From an optimization exercise on the open Yosys and OpenROAD flow, aimed at small area, a short achievable clock period and few clock cycles; shortcuts taken in it are not production practice. Function was checked by simulation only, so behaviour that the tests miss may differ from the original.

==> flow/design.v, too long to show whole: its modules and the start of the top module <==
// module ast_tensor_stream_sv: 1725 lines
module ast_tensor_stream_sv #(
   parameter int DATAWIDTH = 14,
   parameter int SIZE      = 4,
   parameter int ACCWIDTH  = 2*DATAWIDTH+$clog2(SIZE)
) (
   input  logic                   clk,
   input  logic                   reset_n,
   input  logic                   cfg_valid,
   input  logic [$clog2(SIZE):0]  cfg_q,
   input  logic [$clog2(SIZE):0]  cfg_r,
   input  logic [$clog2(SIZE):0]  cfg_k,
   input  logic                   in_valid,
   output logic                   in_ready,
   input  logic                   in_set,
   input  logic [DATAWIDTH-1:0]   in_data,
   input  logic                   start,
   input  logic                   keep_b,
   input  logic                   relu,
   output logic                   out_valid,
   input  logic                   out_ready,
   output logic [DATAWIDTH-1:0]   out_data,
   output logic                   out_last,
   output logic                   busy,
   output logic                   done,
   output logic                   err
);
  // ...
==> flow/flow/run.sh <==
#!/bin/bash
# Standard layout, with timing repair aiming further below the clock period.
set -e
export SETUP_SLACK_MARGIN=5.52
bash standard.sh > standard.log 2>&1
==> flow/standard.sh <==
#!/bin/bash
# synth_recipe.tcl (not shown) runs the flow's synth.tcl, then flattens the netlist and writes it again
# the make line also repeats each setting of config.mk as NAME=value (left out here)
make -C /OpenROAD-flow-scripts/flow DESIGN_CONFIG=/design/flow/config.mk WORK_HOME=/design/flow/orfs CLKGATE_MAP_FILE= SYNTH_SCRIPT=/design/flow/synth_recipe.tcl "${@:-finish}"
==> flow/config.mk <==
export PLATFORM = sky130hd
export DESIGN_NAME = ast_tensor_stream_sv
export DESIGN_NICKNAME = ast_tensor_stream_sv
export VERILOG_FILES = /design/flow/design.v
export SDC_FILE = /design/flow/constraint.sdc
export NUM_CORES = 4
export LEC_CHECK = 0
export ABC_CLOCK_PERIOD_IN_PS = 5000
export CAP_MARGIN = 20
export CORE_MARGIN = 2
export CORE_UTILIZATION = 50
export CTS_CLUSTER_DIAMETER = 80
export CTS_CLUSTER_SIZE = 24
export PLACE_DENSITY = 0.75
export SLEW_MARGIN = 20
==> flow/constraint.sdc <==
create_clock -name core_clock -period 10.0 [get_ports {clk}]
set_input_delay 2.0000 -clock core_clock [delete_from_list [all_inputs] [get_ports {clk}]]
set_output_delay 2.0000 -clock core_clock [all_outputs]
set_load 0.01 [all_outputs]
==> out/metrics.yaml, run 1 <==
setup_path:
  crit_type: "register to register"
  worstPathRequired_ns: 10.53
yosys:
  ys_dominant_reg_cell: "edfxtp_1"
  yosys-top-cells-area: "edfxtp_1, fa_1, dfxtp_1, a22oi_1, xnor2_1"
  synth_compound_area_share_pct: 12.3
  yosys.area_share.simple_pct: 6.85
  yosysWarnings: 14
sta:
  max_clock_freq_mhz: 224
  timing.clock.skew_ns: 0.0309
  timing.final.ws_setup_ns: 5.54
global_route:
  grt_overflow_total: 0
  met3_usage_pct: 7.48
cells_and_area:
  final-nonclk-buf-share_pct: 2.36
  multi_input_area_sq_um: 27000
  layout.cells.most_common: "edfxtp_1"
  post_layout_net_count: 4779
  drive_gt1_share_pct: 11.6
  finish.cell_count_without_fillers: 5505
  antenna_cells_inserted: 2
route:
  avgRoutedWirePerCell_microns: 26.1
  detail_route.vias_per_cell: 6.31
  detailedRoute.firstPassIterationCount: 9
  dr_wl_met2_mm: 67.0
  dr.max_layer_used: "met5"
  met3_length_mm: 15.9
  total_number_of_vias: 34756
clocking:
  cts_inserted_buffers: 44
  cts-resized-gates: 114
die:
  chipWidth_microns: 319
  die-area_sq_um: 102000
min_path:
  hold_path_class: "register to register"
run_status:
  status: "complete, no violations"
placement:
  portBuffers: 51
Testbench counts, summed over its fixed seeds: cycles 15,315.
==> inputs of run 2 (changes only) <==
--- a/flow/design.v
+++ b/flow/design.v
@@ -290,17 +290,17 @@
    always_ff @(posedge clk) begin
       for (int r = 0; r < 4; r++) begin
          ta[r] <= op_a[r];
          for (int k = 0; k < 7; k++) begin
             logic x2, x1, x0;
             x2 = op_b[r][2*k+1];
             x1 = op_b[r][2*k];
             x0 = (k == 0) ? 1'b0 : op_b[r][2*k-1];
-            bn[r][k] <= x2 && !(x1 && x0);
+            bn[r][k] <= x2 && !(x1 && x0) && (CW'(r) < r_r);
             b1[r][k] <= x1 ^ x0;
             b2[r][k] <= (x2 && !x1 && !x0) || (!x2 && x1 && x0);
          end
       end
    end
    logic [29:0] cs [3];
    logic tp1, tp2, tp3, tp4, tp5, tp6, tp7, tp8, tp9, tp10, tp11, tp12;
    logic tp13, tp14, tp15, tp16, tp17, tp18, tp19, tp20, tp21, tp22, tp23, tp24;
==> flow/flow/run.sh (replaced) <==
#!/bin/bash
# Standard layout, with timing repair aiming further below the clock period.
set -e
export SETUP_SLACK_MARGIN=5.6
bash standard.sh > standard.log 2>&1
==> flow/config.mk (replaced) <==
export PLATFORM = sky130hd
export DESIGN_NAME = ast_tensor_stream_sv
export DESIGN_NICKNAME = ast_tensor_stream_sv
export VERILOG_FILES = /design/flow/design.v
export SDC_FILE = /design/flow/constraint.sdc
export NUM_CORES = 4
export LEC_CHECK = 0
export ABC_AREA = 1
export ABC_CLOCK_PERIOD_IN_PS = 5000
export CAP_MARGIN = 20
export CORE_MARGIN = 2
export CORE_UTILIZATION = 50
export CTS_CLUSTER_DIAMETER = 80
export CTS_CLUSTER_SIZE = 24
export PLACE_DENSITY = 0.75
export SLEW_MARGIN = 20
==> out/metrics.yaml, run 2 <==
run_status:
  status: "complete, no violations"
yosys:
  syn_inst: 5797
  synthArstFlopShare_pct: 4.38
  yosys-top-cells-count: "inv_1, nand2_1, edfxtp_1"
  syn_area_sq_um: 52000
  synth.lib_cells_used.distinct: 59
  yosys-top-cells-area: "edfxtp_1, fa_1, dfxtp_1, xor2_1, inv_1"
  postSynthAreaPerCell_sq_um: 8.97
  post-synth-top-area-fraction_pct: 27.8
  yosysMostFrequentCell: "inv_1"
  yosysWarnings: 14  # unchanged
  ys_dominant_reg_cell: "edfxtp_1"
  post_synthesis_cell_type_with_the_largest_combined_area: "edfxtp_1"
  ys_seq_area_share_pct: 38.6
  synth_edf_count: 481
  synth_fp_nets: 6394
  synth.ff_latch_count: 753
clocking:
  cts_num_sinks: 753
  cts-root-buf: "clkbuf_16"
  cts_clk_pin_slew_worst_paths_ns: 0.09
  cts_tree: "yes"
  htree_levels: 2
  clock_insertion_delay_worst_skew_ns: 0.68
  ctsLongestPathBuffers: 3
  cts_inserted_buffers: 45  # +2.3%
  cts_hold_repair.buffers: 0
placement:
  final_weighted_congestion_in_routability_driven_placement: 1.04
  placement.setup.worst_slack_ns: 4.50
  portBuffers: 51  # unchanged
  hpwl_mm: 133
sta:
  timing.final.crit_period_ns: 4.47
  setup_total_negative_slack_ns: 0
  report.final.slew_viol_count: 0
  timing.final.ws_setup_ns: 5.53  # -0.00541 ns
  max_clock_freq_mhz: 224  # -0.12%
  max-slew-margin-rel_pct: 26.3
  fin_worst_hold_slack_ns: 0.473
  grt_setup_unrepaired: "true"
  final-setup-viol-count: 0
  layout_worst_path_cycle_share_pct: 44.7
  worst_pin_slew_ns: 1.10
  timing.clock.skew_ns: 0.0307  # -0.000230 ns
  finalHoldViolations: 0
setup_path:
  regToRegSetupSlack_ns: 5.53
  crit_type: "register to register"
  chain_of_cells_forming_the_critical_path: "clkinvlp_4 > buf_4 > o22ai_1 > xor2_1 > fa_2 > fa_2 > inv_1 > fa_1 > inv_1 > fa_2 > fa_1 > inv_1 > fa_1 > ha_1"
  crit_path_top_delay_cell: "fa_2"
  critical_path.max_stage_delay_ns: 0.61
  crit_fanout: 5
  cp.arrival_ns: 5.03
  category_of_the_worst_setup_path_launch_point: "register"
  reg2reg_from: "ta[2][8]"
  cp-end-kind: "register"
  worst_r2r_path_depth: 14
  worstPathRequired_ns: 10.56  # +0.03 ns
  rr_endpoint: "ps[2][14]"
cells_and_area:
  antenna_cells_inserted: 0  # -2
  drive_gt1_share_pct: 15.7  # +4.1 points
  area_growth_pct: 15.1
  post_layout_net_count: 6651  # +39%
  layout_common_cells: "nand2_1, inv_1, edfxtp_1"
  layout.cells.most_common: "nand2_1"
global_route:
  grt_overflow_total: 0  # unchanged
  grt_first_pass_wirelength_mm: 268
  antenna_found_initial: 4
  grt.total_usage_pct: 34.0
  grt_max_degree: 113
  first_global_vias: 41776
route:
  detailedRoute.firstPassIterationCount: 9  # unchanged
  total_number_of_vias: 43550  # +25%
  drt-initial-drc-count: 6212
  drc: 0
  final_antenna_net_count: 0
  avgRoutedWirePerCell_microns: 25.0  # -4.1%
  detail_route.vias_per_cell: 5.83  # -7.7%
  route.final.wire_length_mm: 187
die:
  die-area_sq_um: 107000  # +5.0%
  chipWidth_microns: 327  # +2.5%
  row_count: 118
  start_util_pct: 50.3
  height_of_the_die_microns: 327
  io_pins: 52
  core-area_sq_um: 103000
min_path:
  min_delay_worst_endpoint: "out_all"
  hp-start: "out_all"
  hold_path_class: "register to register"
  min_path_cells: 1
run:
  cap_violations: 0
## run 2: cell types whose count changed in the layout (fill, tap and decap cells not counted), moves of 253 or more
cell	before	now
nor2_1	173	426
o22ai_1	17	332
a22oi_1	379	6
inv_1	451	822
xnor2_1	310	17
nand2_1	186	903
buf_4	94	376
## run 2: final cells by class
class	instances	area, sq um
Fill cell	8957	43500
Multi-Input combinational cell	3784	28000
Sequential cell	753	20200
Timing Repair Buffer	487	4260
Inverter	979	4080
Tap cell	1380	1730
Clock buffer	61	1190
Clock inverter	23	372
Timing Repair inverter	4	22.5
## run 2: cells by family after synthesis
group	Yosys count	synth area share (%)
buffers and inverters	1260	9.22
xor gates and xnor gates	475	8.00
AOI/OAI and AO/OA	1033	11.3
and+or+nand+nor	1711	13.6
adders and majority gates	565	19.4
DFF	753	38.6
## run 2: worst max path at each step
stage / start / endpoint / cells after the start
floorplan: in_set / in_ready / 2
global placement: in_set / in_ready / 4
detailed placement: in_set / a_mem[5][5] / 6
CTS: cfg_valid / a_mem[12][5] / 6
global route: ta[2][8] / ps[2][15] / 16
finish: ta[2][8] / ps[2][14] / 14
## run 2: layer usage
layer | up-vias | track usage, % | share of wire [%]
li1 | 19247 | - | -
met1 | 20855 | 43.3 | 37
met2 | 2791 | 54.1 | 45
met3 | 655 | 7.69 | 11
met4 | 2 | 18.4 | 7.0
met5 | - | 0 | 0.0059
## run 2: repair_timing
item	4_1_cts	5_1_grt
setup buffers	184	191
pin swaps	8	57
gates cloned	1	3
gates resized for setup	181	257
endpoints found under the setup margin	309	295
## run 2: worst max-delay path, delay by kind of cell, from the launching register on
kind            cells  cell delay [ns]
compound gates      1             0.29
xor+xnor            1             0.14
fa+ha+maj           7             2.79
buf+inv             5             0.77
flops               1             0.36
## run 2: through the flow
stage	util (%)	area (sq um)	std cells
after detailed placement	51.8	53600	7007
final	57.9	59900	7471
after global routing	57.9	59900	7471
after floorplan	-	52000	5797
after CTS	55.4	57300	7276
after global placement	51.8	53600	7006
Testbench counts of run 2, summed over its fixed seeds: cycles 15,315.
==> inputs of run 3 (changes only) <==
--- a/flow/config.mk
+++ b/flow/config.mk
@@ -7,3 +7,2 @@
 export LEC_CHECK = 0
-export ABC_AREA = 1
 export ABC_CLOCK_PERIOD_IN_PS = 5000
==> out/metrics.yaml, run 3 <==
run_status:
  status: "complete, no violations"
die:
  core-area_sq_um: 98300  # -4.9%
  io_pins: 52  # unchanged
  start_util_pct: 50.4  # +0.065 points
  chipWidth_microns: 319  # -2.4%
  die-area_sq_um: 102000  # -4.7%
  row_count: 115  # -2.5%
  height_of_the_die_microns: 319  # -2.4%
setup_path:
  cp-end-kind: "output port"
  crit_fanout: 7  # +2
  crit_type: "input pin to output port"
  rr_endpoint: "ps[2][16]"
  worstPathRequired_ns: 8.00  # -2.56 ns
  category_of_the_worst_setup_path_launch_point: "input pin"
  worst_r2r_path_depth: 12  # -2
  reg2reg_from: "bn[2][0]"
  regToRegSetupSlack_ns: 5.64  # +0.11 ns
  cp.arrival_ns: 2.38  # -2.65 ns
sta:
  timing.clock.skew_ns: 0.0711  # +0.0404 ns
  max-slew-margin-rel_pct: 34.1  # +7.8 points
  timing.final.crit_period_ns: 4.38  # -0.0857 ns
  setup_total_negative_slack_ns: 0  # unchanged
  layout_worst_path_cycle_share_pct: 43.8  # -0.86 points
  grt_setup_unrepaired: "true"
  final-setup-viol-count: 0  # unchanged
  timing.final.ws_setup_ns: 5.62  # +0.0857 ns
  fin_worst_hold_slack_ns: 0.467  # -0.00543 ns
  worst_pin_slew_ns: 0.986  # -0.116 ns
  report.final.slew_viol_count: 0  # unchanged
  finalHoldViolations: 0  # unchanged
  max_clock_freq_mhz: 228  # +2.0%
yosys:
  arithmetic_cell_share_of_the_synthesized_area_counting_full_adders_half_adders_and_majority_gates_pct: 20.4  # +0.97 points
  yosys.area_share.simple_pct: 6.71  # -6.9 points
  synthArstFlopShare_pct: 4.38  # unchanged
  yosysWarnings: 14  # unchanged
  ys_dominant_reg_cell: "edfxtp_1"
  synth.ff_latch_count: 753  # unchanged
  synth.lib_cells_used.distinct: 92  # +56%
  post_synthesis_cell_type_with_the_largest_combined_area: "edfxtp_1"
  ys_seq_area_share_pct: 40.5  # +1.9 points
  syn_area_sq_um: 49500  # -4.8%
  synth_fp_nets: 4868  # -24%
  yosysMostFrequentCell: "edfxtp_1"
  dominant_combinational_cell_family_by_area_after_synthesis: "adder cells"
  synth_mux_area_share_pct: 5.11  # +5.1 points
  post-synth-top-area-fraction_pct: 29.2  # +1.4 points
  synth_compound_area_share_pct: 12.8  # +1.5 points
  yosys-top-cells-count: "edfxtp_1, inv_1, fa_1"
  synth_edf_count: 481  # unchanged
  postSynthAreaPerCell_sq_um: 11.6  # +29%
  yosys-top-cells-area: "edfxtp_1, fa_1, dfxtp_1, a22oi_1, xnor2_1"
  synth_xor_xnor_area_share_pct: 8.86  # +0.86 points
  syn_inst: 4271  # -26%
min_path:
  hold_path_class: "register to register"
  min_path_cells: 2  # +1
  min_delay_worst_endpoint: "s1_v"
  hp-start: "s0_v"
cells_and_area:
  fin_area_sq_um: 54000  # -9.7%
  finish.cell_count_without_fillers: 5555  # -26%
  drive_gt1_share_pct: 12.7  # -3.0 points
  area_growth_pct: 9.12
  layout.cells.most_common: "edfxtp_1"
  layout_common_cells: "edfxtp_1, inv_1, fa_1"
  post_layout_net_count: 4827  # -27%
  fillers: 8022  # -10%
  final_core_utilization_pct: 55.0  # -2.9 points
route:
  avgRoutedWirePerCell_microns: 26.3  # +5.4%
  final_antenna_net_count: 0  # unchanged
  detailedRoute.firstPassIterationCount: 11  # +2
  drt-initial-drc-count: 5147  # -17%
  detail_route.vias_per_cell: 6.30  # +8.0%
  total_number_of_vias: 34978  # -20%
  drc: 0  # unchanged
  route.final.wire_length_mm: 146  # -22%
global_route:
  grt.total_usage_pct: 28.5  # -5.5 points
  grt_first_pass_wirelength_mm: 220  # -18%
  grt_max_degree: 59  # -48%
  grt_overflow_total: 0  # unchanged
  first_global_vias: 35271  # -16%
  antenna_found_initial: 3  # -1
run:
  cap_violations: 0  # unchanged
placement:
  hpwl_mm: 105  # -21%
  numPlacedInstances: 5388  # -23%
  final_weighted_congestion_in_routability_driven_placement: 1.04  # -0.11%
  portBuffers: 51  # unchanged
  placement.setup.worst_slack_ns: 4.46  # -0.0433 ns
  placedInstanceArea_sq_um: 51100  # -4.7%
clocking:
  cts_clk_pin_slew_worst_paths_ns: 0.09  # about the same
  cts_inserted_buffers: 45  # unchanged
  cts_num_sinks: 753  # unchanged
  htree_levels: 2  # unchanged
  cts_tree: "yes"
  cts_hold_repair.buffers: 0  # unchanged
  cts-root-buf: "clkbuf_16"
  ctsLongestPathBuffers: 3  # unchanged
  clock_insertion_delay_worst_skew_ns: 0.68  # about the same
[run 3: changes by cell type after synthesis, sizes merged, moves of 263 or more]
cell | before | now
nand2 | 919 | 223
a22oi | 7 | 368
xnor2 | 19 | 308
o22ai | 377 | 27
nor2 | 461 | 142
xor2 | 456 | 193
inv | 972 | 469
[run 3: layout make-up]
class                      count  area, sq um  share of cell area (%)
clock inverter                20          345                   0.639
clock buffer                  64         1220                    2.25
antenna                        1         2.50                 0.00463
multi-input combinational   2769        27000                    49.9
timing repair buffer         190         1680                    3.10
sequential                   753        20400                    37.7
inverter                     471         1820                    3.36
tap                         1287         1610                    2.98
[run 3: worst max-delay path by stage]
stage | startpoint | to | depth (start not counted)
after floorplan | r_r[2] | register | 19
after global placement | in_set | in_ready | 5
after detailed placement | in_set | in_ready | 5
after CTS | in_set | in_ready | 5
after global routing | r_r[1] | pb[3][2] | 18
final | in_set | in_ready | 5
[run 3: logic make-up (layout without fill, tap and decap cells)]
family | count (synthesis) | after routing
other | 0 | 1
flip-flops | 753 | 753
buffers and inverters | 749 | 745
AO/OA/AOI/OAI | 896 | 896
adder cells (fa/ha/maj) | 565 | 565
multiplexers | 130 | 130
XOR/XNOR | 501 | 501
AND/OR/NAND/NOR | 677 | 677
[run 3: per-layer routing]
| metal | global-route usage (%) | up-vias | wire length (microns) |
|---|---|---|---|
| met2 | 45.2 | 2354 | 66700 |
| met5 | 0 | - | 13 |
| met1 | 37.7 | 17229 | 55300 |
| met4 | 10.9 | 2 | 6880 |
| met3 | 7.14 | 495 | 17400 |
| li1 | - | 14898 | - |
[run 3: what timing repair did]
| action | 4_1_cts | 5_1_grt |
|---|---|---|
| cloned | 1 | 0 |
| pin swaps | 10 | 14 |
| resized for setup | 159 | 142 |
| setup endpoints to repair | 82 | 67 |
| buffers inserted | 34 | 47 |
[run 3: critical path: stages]
cell	delay [ns]
buf_12	0.11
clkinv_8	0.05
nand2_4	0.06
nand2_4	0.05
buf_6	0.11

[what the ideal ports hide]
The flow's constraints put no driver on any port. The routed layouts listed below were extracted and timed again, unchanged, in two steps.
Step 1: set_driving_cell puts a clkbuf_16 on clk and a buf_2 on each other input, an assumption about the parent block.
Step 2 times the ports against the registers' clock, not the clock port: input delays grow and output delays shrink by t, the midpoint of the rising clock arrivals with the driver on.
Slacks: ideal / step 1 / step 2; pairs: ideal / step 1.
run | t, ns | slack for setup (ns) | hold slack, ns
run 1 | 0.706 | 5.538 / 5.496 / 5.010 | 0.483 / 0.483 / 0.483
run 2 | 0.740 | 5.533 / 5.533 / 5.114 | 0.473 / 0.473 / 0.473
run 3 | 0.720 | 5.619 / 5.557 / 5.067 | 0.467 / 0.467 / 0.467
After both steps every run listed still meets setup and hold. For run 3, which loses most, drivers alone change the setup slack by -0.062 ns; drivers and shift together by -0.552 ns.
